Context: an optimization exercise on an open-source flow, tuned for small area, a short achievable clock period and few clock cycles per item. The choices shown serve that exercise and are no tape-out recipe. Only simulation tests tie the RTL to the original design; equivalence was not proved.

==> inputs of v8 <==
Design cosine_vector_similarity, start of the top module:
module cosine_vector_similarity #(
  parameter int unsigned MAX_DIM = 4096
) (
  input  logic               clk_i,
  input  logic               rst_ni,
  input  logic               in_valid_i,
  output logic               in_ready_o,
  input  logic signed [15:0] a_elem_i,
  input  logic signed [15:0] b_elem_i,
  input  logic               last_pair_i,
  output logic               out_valid_o,
  input  logic               out_ready_i,
  output logic signed [31:0] similarity_o,
  output logic               zero_norm_o
);
  logic take, handoff, clr;
  logic v0_q, l0_q, v1_q, l1_q;
  logic ps_idle, ps_free;
  cvs_ctrl u_ctrl (
    .clk_i       (clk_i),
    .rst_ni      (rst_ni),
    .in_valid_i  (in_valid_i),
    .last_pair_i (last_pair_i),
    .v0_i        (v0_q),
    .l0_i        (l0_q),
    .v1_i        (v1_q),
    .l1_i        (l1_q),
    .ps_idle_i   (ps_idle),
    .ps_free_i   (ps_free),
    .in_ready_o  (in_ready_o),
    .take_o      (take),
    .handoff_o   (handoff),
    .clr_o       (clr)
  );
  always_ff @(posedge clk_i or negedge rst_ni) begin
    if (!rst_ni) begin
      v0_q <= 1'b0;
      l0_q <= 1'b0;
      v1_q <= 1'b0;
      l1_q <= 1'b0;
    end else begin
      v0_q <= take;
      l0_q <= take & last_pair_i;
      v1_q <= v0_q;
      l1_q <= l0_q;
    end
  end
  logic [15:0] a0_q, b0_q;
  logic [16:0] s0_q;
  always_ff @(posedge clk_i) begin
    a0_q <= take ? a_elem_i : '0;
    b0_q <= take ? b_elem_i : '0;
    s0_q <= take ? ({a_elem_i[15], a_elem_i} + {b_elem_i[15], b_elem_i}) : '0;
  end
  logic [30:0] aa_w, bb_w, aa_q, bb_q;
  ...
Settings: LEC_CHECK=0, CAP_MARGIN=20, CORE_MARGIN=2, CORE_UTILIZATION=55, SLEW_MARGIN=20; clock period 14.0 ns.
standard.sh (not shown) runs the stock make flow with config.mk's settings and CLKGATE_MAP_FILE= SYNTH_SCRIPT=/design/flow/synth_recipe.tcl, a recipe that flattens the netlist after the stock synthesis.
==> flow/flow/run.sh <==
#!/bin/bash
set -euo pipefail
export SETUP_SLACK_MARGIN=8.5
bash standard.sh > standard.log 2>&1
==> inputs of v38, as changes to v8 <==
==> flow/run.sh (new file) <==
#!/bin/bash
# synth_recipe.tcl (not shown) runs the flow's synth.tcl, then flattens the netlist and writes it again
# the make line also repeats each setting of config.mk as NAME=value (left out here)
make -C /OpenROAD-flow-scripts/flow DESIGN_CONFIG=/design/flow/config.mk WORK_HOME=/design/flow/orfs CLKGATE_MAP_FILE= SYNTH_SCRIPT=/design/flow/synth_recipe.tcl finish
Settings changed: CORE_UTILIZATION 55 to 40.
removed: flow/flow/run.sh
removed: flow/standard.sh
==> run summary <==
v8 went through all stages and came out clean. v38 passed the timing, DRC and antenna checks. Of v38 and v8, v38 has the higher first-iteration DRC count (gap about 6%, measured against v8). In synthesized cell count, v8 and v38 do not differ. Against v8, the setup slack of v38 is lower by 0.68 ns. Of v8 and v38, v8 has the higher non-clock buffer count (gap 28). In design area, v8 and v38 hardly differ.
Testbench counts of v8, summed over its fixed seeds: cycles 25,134, items 640.
Testbench counts of v38, summed over its fixed seeds: cycles 25,134, items 640.

* * *

==> build 34: inputs <==
Another version of the RTL of cosine_vector_similarity (not shown whole).
clock: 14.0 ns
lec_check: 0
cap_margin: 20
core_margin: 2
core_utilization: 68
slew_margin: 20
==> flow/flow/run.sh <==
#!/bin/bash
set -euo pipefail
export SETUP_SLACK_MARGIN=8.5
bash standard.sh > standard.log 2>&1
==> build 59 (differences from build 34) <==
Settings changed: CORE_UTILIZATION 68 to 55.
==> reports/summary.txt <==
Area growth from synthesis to layout: 9.139%
Starting Density: 55.55%
WL per Instance: 20.55 um
WHS: 0.3804 ns
Register Area: 0.02453 sq mm
M3 GR Usage: 2.912%
Nonclk buf count: 140
GR Layer Usage met2: 45.92%
Worst-margin pin slew: 1.098 ns
Vias in the first global route: 57440
Most Frequent Cell on Critical Path: fa_1
Run status: complete, no violations
R2R Path End: bb_q[27]
Worst R2R Setup Slack: 8.67 ns
[end of results for build 59]
==> reports/summary.txt <==
Run status: complete, no violations
GR Layer Usage met2: 54.79%
Starting Density: 68.79%
M3 GR Usage: 5.128%
Setup TNS: 0 ns
# Taps: 1500
Area growth from synthesis to layout: 8.886%
Worst R2R Setup Slack: 8.63 ns
Worst-margin pin slew: 1.169 ns
Most Frequent Cell on Critical Path: a21o_1
R2R Path End: xa_q[16]
Nonclk buf count: 151
WHS: 0.3726 ns
Vias in the first global route: 57960
WL per Instance: 20.74 um
[end of results for build 34]
Testbench counts of build 34, summed over its fixed seeds: cycles 23,100, items 640.
Testbench counts of build 59, summed over its fixed seeds: cycles 23,100, items 640.

* * *

==> run P <==
Another version of the RTL of cosine_vector_similarity (not shown whole).
export LEC_CHECK = 0
export CAP_MARGIN = 20
export CORE_MARGIN = 2
export CORE_UTILIZATION = 40
export SLEW_MARGIN = 20
create_clock -name core_clock -period 14.0 [get_ports {clk_i}]
Scripts as last shown in full above: flow/flow/run.sh
==> run G: changes against run P <==
--- a/flow/design.v
+++ b/flow/design.v
@@ -1,18 +1,16 @@
 package cvs_pkg;
   localparam logic [42:0] SUM_CAP = 43'h400_0000_0000;
-  localparam int MUL_STEPS = 15;
+  localparam int MUL_STEPS = 22;
   localparam int DIV_STEPS = 30;
   localparam logic [30:0] ONE_Q30 = 31'h4000_0000;
 endpackage
 module cvs_ctrl (
   input  logic clk_i,
   input  logic rst_ni,
   input  logic in_valid_i,
   input  logic last_pair_i,
-  input  logic vi_i,         
-  input  logic li_i,         
   input  logic v0_i,         
   input  logic l0_i,         
   input  logic v1_i,         
   input  logic l1_i,         
   input  logic ps_idle_i,    
@@ -26,13 +24,13 @@
   logic final_avail, last_in_flight, set_blk, clr_blk, blk_n;
   assign in_ready_o     = rdy_q;
   assign take_o         = in_valid_i & rdy_q;
   assign final_avail    = (v1_i & l1_i) | pend_q;
   assign handoff_o      = final_avail & ps_free_i;
-  assign last_in_flight = (vi_i & li_i) | (v0_i & l0_i) | (v1_i & l1_i) | pend_q;
+  assign last_in_flight = (v0_i & l0_i) | (v1_i & l1_i) | pend_q;
   assign set_blk        = take_o & last_pair_i & !(ps_idle_i & !last_in_flight);
-  assign clr_blk        = handoff_o & !(vi_i & li_i) & !(v0_i & l0_i);
+  assign clr_blk        = handoff_o & !(v0_i & l0_i);
   assign blk_n          = set_blk | (blk_q & !clr_blk);
   assign clr_o          = handoff_o | rclr_q;
   always_ff @(posedge clk_i or negedge rst_ni) begin
     if (!rst_ni) begin
       rdy_q   <= 1'b1;
@@ -507,19 +505,17 @@
   input  logic               out_ready_i,
   output logic signed [31:0] similarity_o,
   output logic               zero_norm_o
 );
   logic take, handoff, clr;
-  logic vi_q, li_q, v0_q, l0_q, v1_q, l1_q;
+  logic v0_q, l0_q, v1_q, l1_q;
   logic ps_idle, ps_free;
   cvs_ctrl u_ctrl (
     .clk_i       (clk_i),
     .rst_ni      (rst_ni),
     .in_valid_i  (in_valid_i),
     .last_pair_i (last_pair_i),
-    .vi_i        (vi_q),
-    .li_i        (li_q),
     .v0_i        (v0_q),
     .l0_i        (l0_q),
     .v1_i        (v1_q),
     .l1_i        (l1_q),
     .ps_idle_i   (ps_idle),
@@ -529,33 +525,27 @@
     .handoff_o   (handoff),
     .clr_o       (clr)
   );
   always_ff @(posedge clk_i or negedge rst_ni) begin
     if (!rst_ni) begin
-      vi_q <= 1'b0;
-      li_q <= 1'b0;
       v0_q <= 1'b0;
       l0_q <= 1'b0;
       v1_q <= 1'b0;
       l1_q <= 1'b0;
     end else begin
-      vi_q <= take;
-      li_q <= take & last_pair_i;
-      v0_q <= vi_q;
-      l0_q <= li_q;
+      v0_q <= take;
+      l0_q <= take & last_pair_i;
       v1_q <= v0_q;
       l1_q <= l0_q;
     end
   end
-  logic [15:0] ai_q, bi_q, a0_q, b0_q;
+  logic [15:0] a0_q, b0_q;
   logic [16:0] s0_q;
   always_ff @(posedge clk_i) begin
-    ai_q <= a_elem_i;
-    bi_q <= b_elem_i;
-    a0_q <= vi_q ? ai_q : '0;
-    b0_q <= vi_q ? bi_q : '0;
-    s0_q <= vi_q ? ({ai_q[15], ai_q} + {bi_q[15], bi_q}) : '0;
+    a0_q <= take ? a_elem_i : '0;
+    b0_q <= take ? b_elem_i : '0;
+    s0_q <= take ? ({a_elem_i[15], a_elem_i} + {b_elem_i[15], b_elem_i}) : '0;
   end
   logic [30:0] aa_w, bb_w, aa_q, bb_q;
   logic [32:0] ss_w, ss_q;
   logic        nza_q, nzb_q;
   cvs_sq16 u_sqa (.x(a0_q), .y(aa_w));
@@ -614,24 +604,22 @@
   end
   localparam logic [1:0] PS_IDLE = 2'd0, PS_BUSY = 2'd1, PS_DONE = 2'd2;
   logic [1:0]  ps_st_q;
   logic [4:0]  pcnt_q;
   logic [42:0] ma_q, hp_q, hn_q;
-  logic [44:0] lb_q;               
+  logic [43:0] lb_q;               
   logic [43:0] mu_q;               
-  logic [44:0] lu_q;               
+  logic [43:0] lu_q;               
   logic        pneg_q, pzn_q;
   logic        ds_take;
   logic [43:0] u_abs;
-  logic [45:0] sp_w, sn_w;
+  logic [44:0] sp_w, sn_w;
   assign u_abs = mu_q[43] ? (~mu_q + 44'd1) : mu_q;
-  assign sp_w  = {3'b000, hp_q} + (lb_q[0] ? {3'b000, ma_q} : 46'd0)
-               + (lb_q[1] ? {2'b00, ma_q, 1'b0} : 46'd0)
-               + (lb_q[2] ? {1'b0, ma_q, 2'b00} : 46'd0);
-  assign sn_w  = {3'b000, hn_q} + (lu_q[0] ? {3'b000, mu_q[42:0]} : 46'd0)
-               + (lu_q[1] ? {2'b00, mu_q[42:0], 1'b0} : 46'd0)
-               + (lu_q[2] ? {1'b0, mu_q[42:0], 2'b00} : 46'd0);
+  assign sp_w  = {2'b00, hp_q} + (lb_q[0] ? {2'b00, ma_q} : 45'd0)
+               + (lb_q[1] ? {1'b0, ma_q, 1'b0} : 45'd0);
+  assign sn_w  = {2'b00, hn_q} + (lu_q[0] ? {2'b00, mu_q[42:0]} : 45'd0)
+               + (lu_q[1] ? {1'b0, mu_q[42:0], 1'b0} : 45'd0);
   assign ps_idle = (ps_st_q == PS_IDLE);
   assign ps_free = ps_idle | ds_take;
   always_ff @(posedge clk_i or negedge rst_ni) begin
     if (!rst_ni) begin
       ps_st_q <= PS_IDLE;
@@ -645,49 +633,46 @@
   end
   always_ff @(posedge clk_i) begin
     if (handoff) begin
       pcnt_q <= '0;
       ma_q   <= na_n;
-      lb_q   <= {2'b00, nb_n};
+      lb_q   <= {1'b0, nb_n};
       mu_q   <= dot_n;
       hp_q   <= '0;
       hn_q   <= '0;
       pneg_q <= dot_n[43];
       pzn_q  <= !(nza_n & nzb_n);
     end else if (ps_st_q == PS_BUSY) begin
       pcnt_q <= pcnt_q + 5'd1;
       if (pcnt_q == 5'd0) begin
         mu_q <= u_abs;
-        lu_q <= {1'b0, u_abs};
+        lu_q <= u_abs;
       end else begin
-        hp_q <= sp_w[45:3];
-        lb_q <= {sp_w[2:0], lb_q[44:3]};
-        hn_q <= sn_w[45:3];
-        lu_q <= {sn_w[2:0], lu_q[44:3]};
+        hp_q <= sp_w[44:2];
+        lb_q <= {sp_w[1:0], lb_q[43:2]};
+        hn_q <= sn_w[44:2];
+        lu_q <= {sn_w[1:0], lu_q[43:2]};
       end
     end
   end
-  logic        dbusy_q, tail_q;
+  localparam logic [1:0] DS_IDLE = 2'd0, DS_BUSY = 2'd1, DS_FINAL = 2'd2;
+  logic [1:0]  ds_st_q;
   logic [4:0]  dcnt_q;
   logic [84:0] rem_q, div_q;
   logic [1:0]  qd_q;
   logic [31:0] srem_q;
   logic [29:0] root_q;
-  logic        bsat_q, bzn_q, bneg_q;    
-  logic        tsat_q, tzn_q, tneg_q;    
+  logic        dsat_q, dzn_q, dneg_q;
   logic        ov_q, zn_q;
   logic [31:0] sim_q;
-  logic        out_load, dstep, last_step, n_ge_p;
+  logic        out_load, ds_free;
   logic [84:0] n_full, p_full;
-  assign n_full = {hn_q[39:0], lu_q};
-  assign p_full = {hp_q[39:0], lb_q};
-  assign n_ge_p    = (n_full >= p_full);
-  assign dstep     = dbusy_q;
-  assign last_step = dbusy_q & (dcnt_q == 5'(cvs_pkg::DIV_STEPS - 1));
-  assign ds_take   = (ps_st_q == PS_DONE)
-                   & ((!dbusy_q & (!tail_q | !ov_q)) | (last_step & !ov_q));
-  assign out_load  = tail_q & (!ov_q | out_ready_i);
+  assign n_full = {hn_q[40:0], lu_q};
+  assign p_full = {hp_q[40:0], lb_q};
+  assign ds_free = (ds_st_q == DS_IDLE) | ((ds_st_q == DS_FINAL) & !ov_q);
+  assign ds_take = (ps_st_q == PS_DONE) & ds_free;
+  assign out_load = (ds_st_q == DS_FINAL) & (!ov_q | out_ready_i);
   logic [87:0] r4, r4o, pd1, pd2, d1, d2, d3, e3s, e3c;
   logic [1:0]  q_w;
   logic [84:0] rem_n;
   assign r4  = {1'b0, rem_q, 2'b00};
   assign pd1 = {3'b000, div_q};
@@ -712,50 +697,41 @@
       q_w   = 2'd0;
       rem_n = r4[84:0];
     end
   end
   logic [33:0] sq_t, sq_trial, sq_s;
-  logic [31:0] srem_in;
-  logic [29:0] root_in;
-  logic        sq_ge, sq_first;
-  assign sq_first = (dcnt_q == 5'd1);
-  assign srem_in  = sq_first ? '0 : srem_q;
-  assign root_in  = sq_first ? '0 : root_q;
-  assign sq_t     = {srem_in, qd_q};
-  assign sq_trial = {2'b00, root_in, 2'b01};
+  logic        sq_ge;
+  assign sq_t     = {srem_q, qd_q};
+  assign sq_trial = {2'b00, root_q, 2'b01};
   assign sq_s     = sq_t - sq_trial;
   assign sq_ge    = !sq_s[33];
   logic [30:0] r_pos, r_neg;
   logic [31:0] sim_n;
   assign r_pos = {2'b00, root_q[28:0]};
   assign r_neg = ~r_pos + 31'd1;
   always_comb begin
-    if (tzn_q) begin
+    if (dzn_q) begin
       sim_n = '0;
-    end else if (tsat_q) begin
-      sim_n = tneg_q ? -{1'b0, cvs_pkg::ONE_Q30} : {1'b0, cvs_pkg::ONE_Q30};
-    end else if (tneg_q) begin
+    end else if (dsat_q) begin
+      sim_n = dneg_q ? -{1'b0, cvs_pkg::ONE_Q30} : {1'b0, cvs_pkg::ONE_Q30};
+    end else if (dneg_q) begin
       sim_n = sq_ge ? {~r_pos, 1'b1} : {r_neg, 1'b0};
     end else begin
       sim_n = {r_pos, sq_ge};
     end
   end
   always_ff @(posedge clk_i or negedge rst_ni) begin
     if (!rst_ni) begin
-      dbusy_q <= 1'b0;
-      tail_q  <= 1'b0;
+      ds_st_q <= DS_IDLE;
       ov_q    <= 1'b0;
     end else begin
       if (ds_take) begin
-        dbusy_q <= 1'b1;
-      end else if (last_step) begin
-        dbusy_q <= 1'b0;
-      end
-      if (last_step) begin
-        tail_q <= 1'b1;
+        ds_st_q <= (pzn_q || (n_full >= p_full)) ? DS_FINAL : DS_BUSY;
       end else if (out_load) begin
-        tail_q <= 1'b0;
+        ds_st_q <= DS_IDLE;
+      end else if (ds_st_q == DS_BUSY && dcnt_q == 5'(cvs_pkg::DIV_STEPS - 1)) begin
+        ds_st_q <= DS_FINAL;
       end
       if (out_load) begin
         ov_q <= 1'b1;
       end else if (out_ready_i) begin
         ov_q <= 1'b0;
@@ -763,33 +739,29 @@
     end
   end
   always_ff @(posedge clk_i) begin
     rem_q <= ds_take ? n_full : rem_n;
     if (ds_take) begin
-      dcnt_q <= (pzn_q || n_ge_p) ? 5'(cvs_pkg::DIV_STEPS - 1) : 5'd0;
+      dcnt_q <= '0;
       div_q  <= p_full;
-      bsat_q <= n_ge_p;
-      bzn_q  <= pzn_q;
-      bneg_q <= pneg_q;
-    end else if (dstep) begin
+      srem_q <= '0;
+      root_q <= '0;
+      qd_q   <= '0;
+      dsat_q <= (n_full >= p_full);
+      dzn_q  <= pzn_q;
+      dneg_q <= pneg_q;
+    end else if (ds_st_q == DS_BUSY) begin
       dcnt_q <= dcnt_q + 5'd1;
-    end
-    if (dstep) begin
-      qd_q <= q_w;
+      qd_q   <= q_w;
       if (dcnt_q != 5'd0) begin
         srem_q <= sq_ge ? sq_s[31:0] : sq_t[31:0];
-        root_q <= {root_in[28:0], sq_ge};
+        root_q <= {root_q[28:0], sq_ge};
       end
     end
-    if (last_step) begin
-      tsat_q <= bsat_q;
-      tzn_q  <= bzn_q;
-      tneg_q <= bneg_q;
-    end
     if (out_load) begin
       sim_q <= sim_n;
-      zn_q  <= tzn_q;
+      zn_q  <= dzn_q;
     end
   end
   assign out_valid_o  = ov_q;
   assign similarity_o = sim_q;
   assign zero_norm_o  = zn_q;
==> summary.md <==
| Metric | Value |
|---|---|
| Worst path depth | 23 |
| Max-slew headroom | a little over a fifth |
| Most common cell after layout, fill and taps aside | nand2_1 |
| Main area contributors after synthesis | edfxtp_1, fa_1, dfxtp_1 |
| Met2 WL | 118000 um |
| Post-synth net total | about 11000 |
| Final Hold Slack | around 0.38 ns |
| Outcome | timing/DRC/antenna clean |
| # Taps | between 2000 and 3000 |
| Fraction of synthesized area in multiplexers | 0.571% |
| Buffers outside the clock class | between 200 and 300 |
| Final instance area | about 90000 sq um |
# the run above: run P

==> summary.md <==
| Metric | Value |
|---|---|
| Fraction of synthesized area in multiplexers | less than 1% |
| Routed wire length per instance | approximately 22 um |
| # Taps | 2656 |
| Post-synth net total | around 11000 |
| Max-slew headroom | approximately 30% |
| Buffers outside the clock class | 178 |
| Final Hold Slack | about 0.38 ns |
| Asr flop ratio synth | about 1.6% |
| Outcome | timing/DRC/antenna clean |
| Most common cell after layout, fill and taps aside | inv_1 |
| DRT antenna net count | 0 |
| Worst path depth | 19 |
# the run above: run G

Testbench counts of run P, summed over its fixed seeds: cycles 24,280, items 640.
Testbench counts of run G, summed over its fixed seeds: cycles 25,134, items 640.

-- re-timing with driven ports --
The results above use ideal ports. As a check the final layouts listed here were re-extracted and re-timed, cells and wires unchanged.
Step 1: set_driving_cell puts a clkbuf_16 on clk_i and a buf_2 on each other input, an assumption about the parent block.
Step 2 adds t to the input delays and takes it off the output delays; t is the mean of the earliest and latest rising clock arrival at the registers after step 1. Input paths then give back, and output paths get back, about the clock's delay inside the block.
a / b / c = ideal / step 1 / step 2; a / b = the first two.
| run | shift t [ns] | setup slack, ns | worst setup path after step 2 | slew at the worst register clock pin (ns) |
|---|---|---|---|---|
| v8 | 0.795 | 8.558 / 8.558 / 8.056 | input to register | 0.07 / 0.07 |
| v38 | 0.831 | 7.880 / 7.880 / 7.637 | input to register | 0.07 / 0.07 |
| build 34 | 0.780 | 8.631 / 8.631 / 8.113 | input to register | 0.07 / 0.07 |
| build 59 | 0.793 | 8.670 / 8.670 / 7.990 | input to register | 0.07 / 0.07 |
| run P | 0.828 | 8.593 / 8.593 / 8.593 | register to register | 0.07 / 0.07 |
| run G | 0.831 | 8.586 / 8.586 / 7.990 | input to register | 0.07 / 0.07 |
After both steps setup and hold are still met in every run listed. The setup slack of build 59, which loses most, moves by 0.000 ns with the drivers and by -0.680 ns with both steps.
